What follows belongs to an exercise in optimizing a design on an open flow for small area and a short achievable clock period; a production flow would make more cautious choices.
The RTL was checked by simulation tests, not by an equivalence proof against the original design.

fjord:
==> flow/design.v <==
package imem_pkg;
  typedef enum logic {
    IMEM_LOAD = 1'b0,
    IMEM_RUN  = 1'b1
  } imem_state_e;
  localparam int IMEM_ADDR_W = 8;
  localparam int IMEM_DATA_W = 16;
  localparam int IMEM_DEPTH  = 256;
  function automatic logic even_par(input logic [63:0] d);
    return (^d);
  endfunction
endpackage
module imem_ram #(
  parameter int WIDTH = 16
) (
  input  logic                clk,
  input  logic [255:0]        i_we,
  input  logic [255:0]        i_hold,
  input  logic [WIDTH-1:0]    i_wdata_n,
  input  logic [15:0]         i_lo_n,
  input  logic [15:0]         i_hi,
  output logic [4*WIDTH-1:0]  o_rdata_q
);
  logic [256*WIDTH-1:0] w_mem_n;
  for (genvar w = 0; w < 256; w++) begin : g_word
    for (genvar b = 0; b < WIDTH; b++) begin : g_bit
      imem_bit u_bit (
        .clk    (clk),
        .i_we   (i_we[w]),
        .i_hold (i_hold[w]),
        .i_d    (i_wdata_n[b]),
        .o_q    (w_mem_n[w*WIDTH + b])
      );
    end
  end
  for (genvar b = 0; b < WIDTH; b++) begin : g_rd
    logic [15:0] w_gn;      
    for (genvar g = 0; g < 16; g++) begin : g_grp
      logic [15:0] w_col_n;
      logic [7:0]  w_l1;    
      logic [3:0]  w_l2;    
      logic        w_l3;    
      for (genvar l = 0; l < 16; l++) begin : g_col
        assign w_col_n[l] = w_mem_n[(g*16 + l)*WIDTH + b];
      end
      for (genvar k = 0; k < 8; k++) begin : g_l1
        imem_oai22 u_g (.i_a(w_col_n[2*k +: 2]), .i_s(i_lo_n[2*k +: 2]), .o_y(w_l1[k]));
      end
      for (genvar k = 0; k < 4; k++) begin : g_l2
        imem_nor #(.N(2)) u_g (.i_a(w_l1[2*k +: 2]), .o_y(w_l2[k]));
      end
      imem_nand #(.N(4)) u_l3 (.i_a(w_l2), .o_y(w_l3));
      imem_nand #(.N(2)) u_l4 (.i_a({i_hi[g], w_l3}), .o_y(w_gn[g]));
    end
    for (genvar k = 0; k < 4; k++) begin : g_l5
      imem_nand #(.N(4)) u_g (.i_a(w_gn[4*k +: 4]), .o_y(o_rdata_q[k*WIDTH + b]));
    end
  end
endmodule
module imem_bit (
  input  logic clk,
  input  logic i_we,
  input  logic i_hold,
  input  logic i_d,
  output logic o_q
);
  logic r_q;
  always_ff @(posedge clk) begin
    r_q <= (i_d & i_we) | (r_q & i_hold);
  end
  assign o_q = r_q;
endmodule
module imem_oai22 (
  input  logic [1:0] i_a,
  input  logic [1:0] i_s,
  output logic       o_y
);
  assign o_y = !((i_a[0] | i_s[0]) & (i_a[1] | i_s[1]));
endmodule
module imem_nand #(
  parameter int N = 4
) (
  input  logic [N-1:0] i_a,
  output logic         o_y
);
  assign o_y = !(&i_a);
endmodule
module imem_nor #(
  parameter int N = 4
) (
  input  logic [N-1:0] i_a,
  output logic         o_y
);
  assign o_y = !(|i_a);
endmodule
module imem_boot #(
  parameter int ADDR_W = imem_pkg::IMEM_ADDR_W,
  parameter int DATA_W = imem_pkg::IMEM_DATA_W,
  parameter int DEPTH  = imem_pkg::IMEM_DEPTH
) (
  input  logic              clk,
  input  logic              rst_n,
  input  logic              ld_valid,
  input  logic [DATA_W-1:0] ld_data,
  input  logic              ld_last,
  output logic              ld_ready,
  input  logic              reload,
  output logic              boot_done,
  output logic [ADDR_W:0]   ld_count,
  input  logic              fetch_en,
  input  logic [ADDR_W-1:0] fetch_addr,
  output logic [DATA_W-1:0] fetch_data,
  output logic              fetch_valid,
  output logic              parity_err
);
  localparam int LO_W = ADDR_W / 2;
  localparam int HI_W = ADDR_W - LO_W;
  logic              r_run;        
  logic              r_ld_ready;   
  logic [ADDR_W:0]   r_cnt;
  logic              r_vld;
  logic [4*DATA_W-1:0] r_rdata_q;    
  logic              w_accept;
  logic [DEPTH-1:0]  w_we;
  logic [DEPTH-1:0]  w_hold;
  logic [(1<<LO_W)-1:0] w_pa;
  logic [(1<<HI_W)-1:0] w_pb;
  logic [4*DATA_W-1:0] w_rdata_q;
  assign w_accept = !r_run && ld_valid;
  for (genvar w = 0; w < DEPTH; w++) begin : g_we
    assign w_we[w]   = w_accept && (r_cnt[ADDR_W-1:0] == ADDR_W'(w));
    assign w_hold[w] = !(r_ld_ready && ld_valid && (r_cnt[ADDR_W-1:0] == ADDR_W'(w)));
  end
  for (genvar a = 0; a < (1 << LO_W); a++) begin : g_pa
    assign w_pa[a] = (fetch_addr[LO_W-1:0] != LO_W'(a));    
  end
  for (genvar a = 0; a < (1 << HI_W); a++) begin : g_pb
    assign w_pb[a] = (fetch_addr[ADDR_W-1:LO_W] == HI_W'(a));
  end
  always_ff @(posedge clk or negedge rst_n) begin
    if (!rst_n) begin
      r_run      <= 1'b0;
      r_ld_ready <= 1'b1;
      r_cnt      <= '0;
      r_vld      <= 1'b0;
    end else if (!r_run) begin
      r_vld <= 1'b0;
      if (ld_valid) begin
        r_cnt <= r_cnt + 1'b1;
        if (ld_last || (&r_cnt[ADDR_W-1:0])) begin
          r_run      <= 1'b1;
          r_ld_ready <= 1'b0;
        end
      end
    end else begin
      r_vld <= fetch_en && !reload;
      if (reload) begin
        r_run      <= 1'b0;
        r_ld_ready <= 1'b1;
        r_cnt      <= '0;
      end
    end
  end
  always_ff @(posedge clk) begin
    r_rdata_q <= w_rdata_q;
  end
  imem_ram #(
    .WIDTH (DATA_W)
  ) u_ram (
    .clk     (clk),
    .i_we    (w_we),
    .i_hold  (w_hold),
    .i_wdata_n (~ld_data),
    .i_lo_n  (w_pa),
    .i_hi    (w_pb),
    .o_rdata_q (w_rdata_q)
  );
  assign ld_ready    = r_ld_ready;
  assign boot_done   = r_run;
  assign ld_count    = r_cnt;
  assign fetch_valid = r_vld;
  for (genvar b = 0; b < DATA_W; b++) begin : g_out
    logic [1:0] w_n;
    imem_nor #(.N(2)) u_lo (.i_a({r_rdata_q[b],            r_rdata_q[DATA_W + b]}),   .o_y(w_n[0]));
    imem_nor #(.N(2)) u_hi (.i_a({r_rdata_q[2*DATA_W + b], r_rdata_q[3*DATA_W + b]}), .o_y(w_n[1]));
    imem_nand #(.N(2)) u_or (.i_a(w_n), .o_y(fetch_data[b]));
  end
  assign parity_err  = 1'b0;
endmodule
export LEC_CHECK = 0
export CAP_MARGIN = 20
export CORE_MARGIN = 2
export CORE_UTILIZATION = 50
export CTS_CLUSTER_DIAMETER = 100
export CTS_CLUSTER_SIZE = 25
export SETUP_SLACK_MARGIN = 1.9
export SLEW_MARGIN = 20
export SYNTH_HIERARCHICAL = 1
create_clock -name core_clock -period 4.5 [get_ports {clk}]
standard.sh (not shown) runs the stock make flow with config.mk's settings and CLKGATE_MAP_FILE= SYNTH_SCRIPT=/design/flow/synth_recipe.tcl, a recipe that flattens the netlist after the stock synthesis.
==> flow/flow/run.sh <==
#!/bin/bash
# The standard layout, with the port buffers placed as sky130_fd_sc_hd__buf_4 instead of the
# buffer cell that buffer_ports picks by default (a slow delay buffer).
set -euo pipefail
bash standard.sh "BUFFER_PORTS_ARGS=-buffer_cell sky130_fd_sc_hd__buf_4" finish > standard.log 2>&1
> inputs changed (fjord -> indigo)
--- a/flow/design.v
+++ b/flow/design.v
@@ -17,7 +17,7 @@
   input  logic [255:0]        i_we,
   input  logic [255:0]        i_hold,
   input  logic [WIDTH-1:0]    i_wdata_n,
-  input  logic [15:0]         i_lo_n,
+  input  logic [63:0]         i_lo_n,    
   input  logic [15:0]         i_hi,
   output logic [4*WIDTH-1:0]  o_rdata_q
 );
@@ -44,7 +44,7 @@
         assign w_col_n[l] = w_mem_n[(g*16 + l)*WIDTH + b];
       end
       for (genvar k = 0; k < 8; k++) begin : g_l1
-        imem_oai22 u_g (.i_a(w_col_n[2*k +: 2]), .i_s(i_lo_n[2*k +: 2]), .o_y(w_l1[k]));
+        imem_oai22 u_g (.i_a(w_col_n[2*k +: 2]), .i_s(i_lo_n[16*(b/4) + 2*k +: 2]), .o_y(w_l1[k]));
       end
       for (genvar k = 0; k < 4; k++) begin : g_l2
         imem_nor #(.N(2)) u_g (.i_a(w_l1[2*k +: 2]), .o_y(w_l2[k]));
@@ -69,6 +69,25 @@
     r_q <= (i_d & i_we) | (r_q & i_hold);
   end
   assign o_q = r_q;
+endmodule
+module imem_dec4 (
+  input  logic [3:0]  i_a,
+  output logic [15:0] o_n
+);
+  logic [3:0] w_p0, w_p1;
+  imem_pre2 u_p0 (.i_a(i_a[1:0]), .o_y(w_p0));
+  imem_pre2 u_p1 (.i_a(i_a[3:2]), .o_y(w_p1));
+  for (genvar k = 0; k < 16; k++) begin : g_k
+    imem_nand #(.N(2)) u_g (.i_a({w_p1[k/4], w_p0[k%4]}), .o_y(o_n[k]));
+  end
+endmodule
+module imem_pre2 (
+  input  logic [1:0] i_a,
+  output logic [3:0] o_y
+);
+  for (genvar k = 0; k < 4; k++) begin : g_k
+    assign o_y[k] = (i_a == 2'(k));
+  end
 endmodule
 module imem_oai22 (
   input  logic [1:0] i_a,
@@ -123,7 +142,7 @@
   logic              w_accept;
   logic [DEPTH-1:0]  w_we;
   logic [DEPTH-1:0]  w_hold;
-  logic [(1<<LO_W)-1:0] w_pa;
+  logic [4*(1<<LO_W)-1:0] w_pa;    
   logic [(1<<HI_W)-1:0] w_pb;
   logic [4*DATA_W-1:0] w_rdata_q;
   assign w_accept = !r_run && ld_valid;
@@ -131,8 +150,8 @@
     assign w_we[w]   = w_accept && (r_cnt[ADDR_W-1:0] == ADDR_W'(w));
     assign w_hold[w] = !(r_ld_ready && ld_valid && (r_cnt[ADDR_W-1:0] == ADDR_W'(w)));
   end
-  for (genvar a = 0; a < (1 << LO_W); a++) begin : g_pa
-    assign w_pa[a] = (fetch_addr[LO_W-1:0] != LO_W'(a));    
+  for (genvar c = 0; c < 4; c++) begin : g_pa
+    imem_dec4 u_dec (.i_a(fetch_addr[LO_W-1:0]), .o_n(w_pa[c*(1<<LO_W) +: (1<<LO_W)]));
   end
   for (genvar a = 0; a < (1 << HI_W); a++) begin : g_pb
     assign w_pb[a] = (fetch_addr[ADDR_W-1:LO_W] == HI_W'(a));
Results
Both conditions hold for indigo: the flow ran to the end and the final layout passed the timing, design-rule and antenna checks.
Between indigo and fjord, the fraction of synthesized area in multiplexers figures differ only marginally.
Multi-input gate share of the layout cell area, indigo and fjord: smaller value in fjord
indigo vs. fjord: final period utilization went up, fraction of met3 tracks used by global routing went up, fmax went down.
Max critical path depth across indigo and fjord: fjord
fjord → indigo: actual transition at the worst max-transition pin decreased 0.060 ns, pin count of the biggest net entering global routing rose 12, clock-buffer cell count -2.

[what the ideal ports hide]
No port has a modelled driver above. Below, the same layouts with a new extraction and two added sets of constraints.
Step 1 sets driving cells, clkbuf_16 on the clock port and buf_2 on the other inputs (assumed; they add their load-dependent delay and slew).
Step 2 adds t to the input delays and takes it off the output delays; t is the mean of the earliest and latest rising clock arrival at the registers after step 1. Input paths then give back, and output paths get back, about the clock's delay inside the block.
Slacks: ideal ports / drivers / drivers and shift; pairs: ideal ports / drivers.
run	t (ns)	setup WS [ns]	worst hold slack (ns)
fjord	1.045	1.611 / 1.672 / 0.640	0.112 / 0.047 / 0.480
indigo	1.068	1.506 / 1.410 / 0.342	0.114 / 0.027 / 0.482
After both steps setup and hold are still met in every run listed. The setup slack of indigo, which loses most, moves by -0.096 ns with the drivers and by -1.164 ns with both steps.
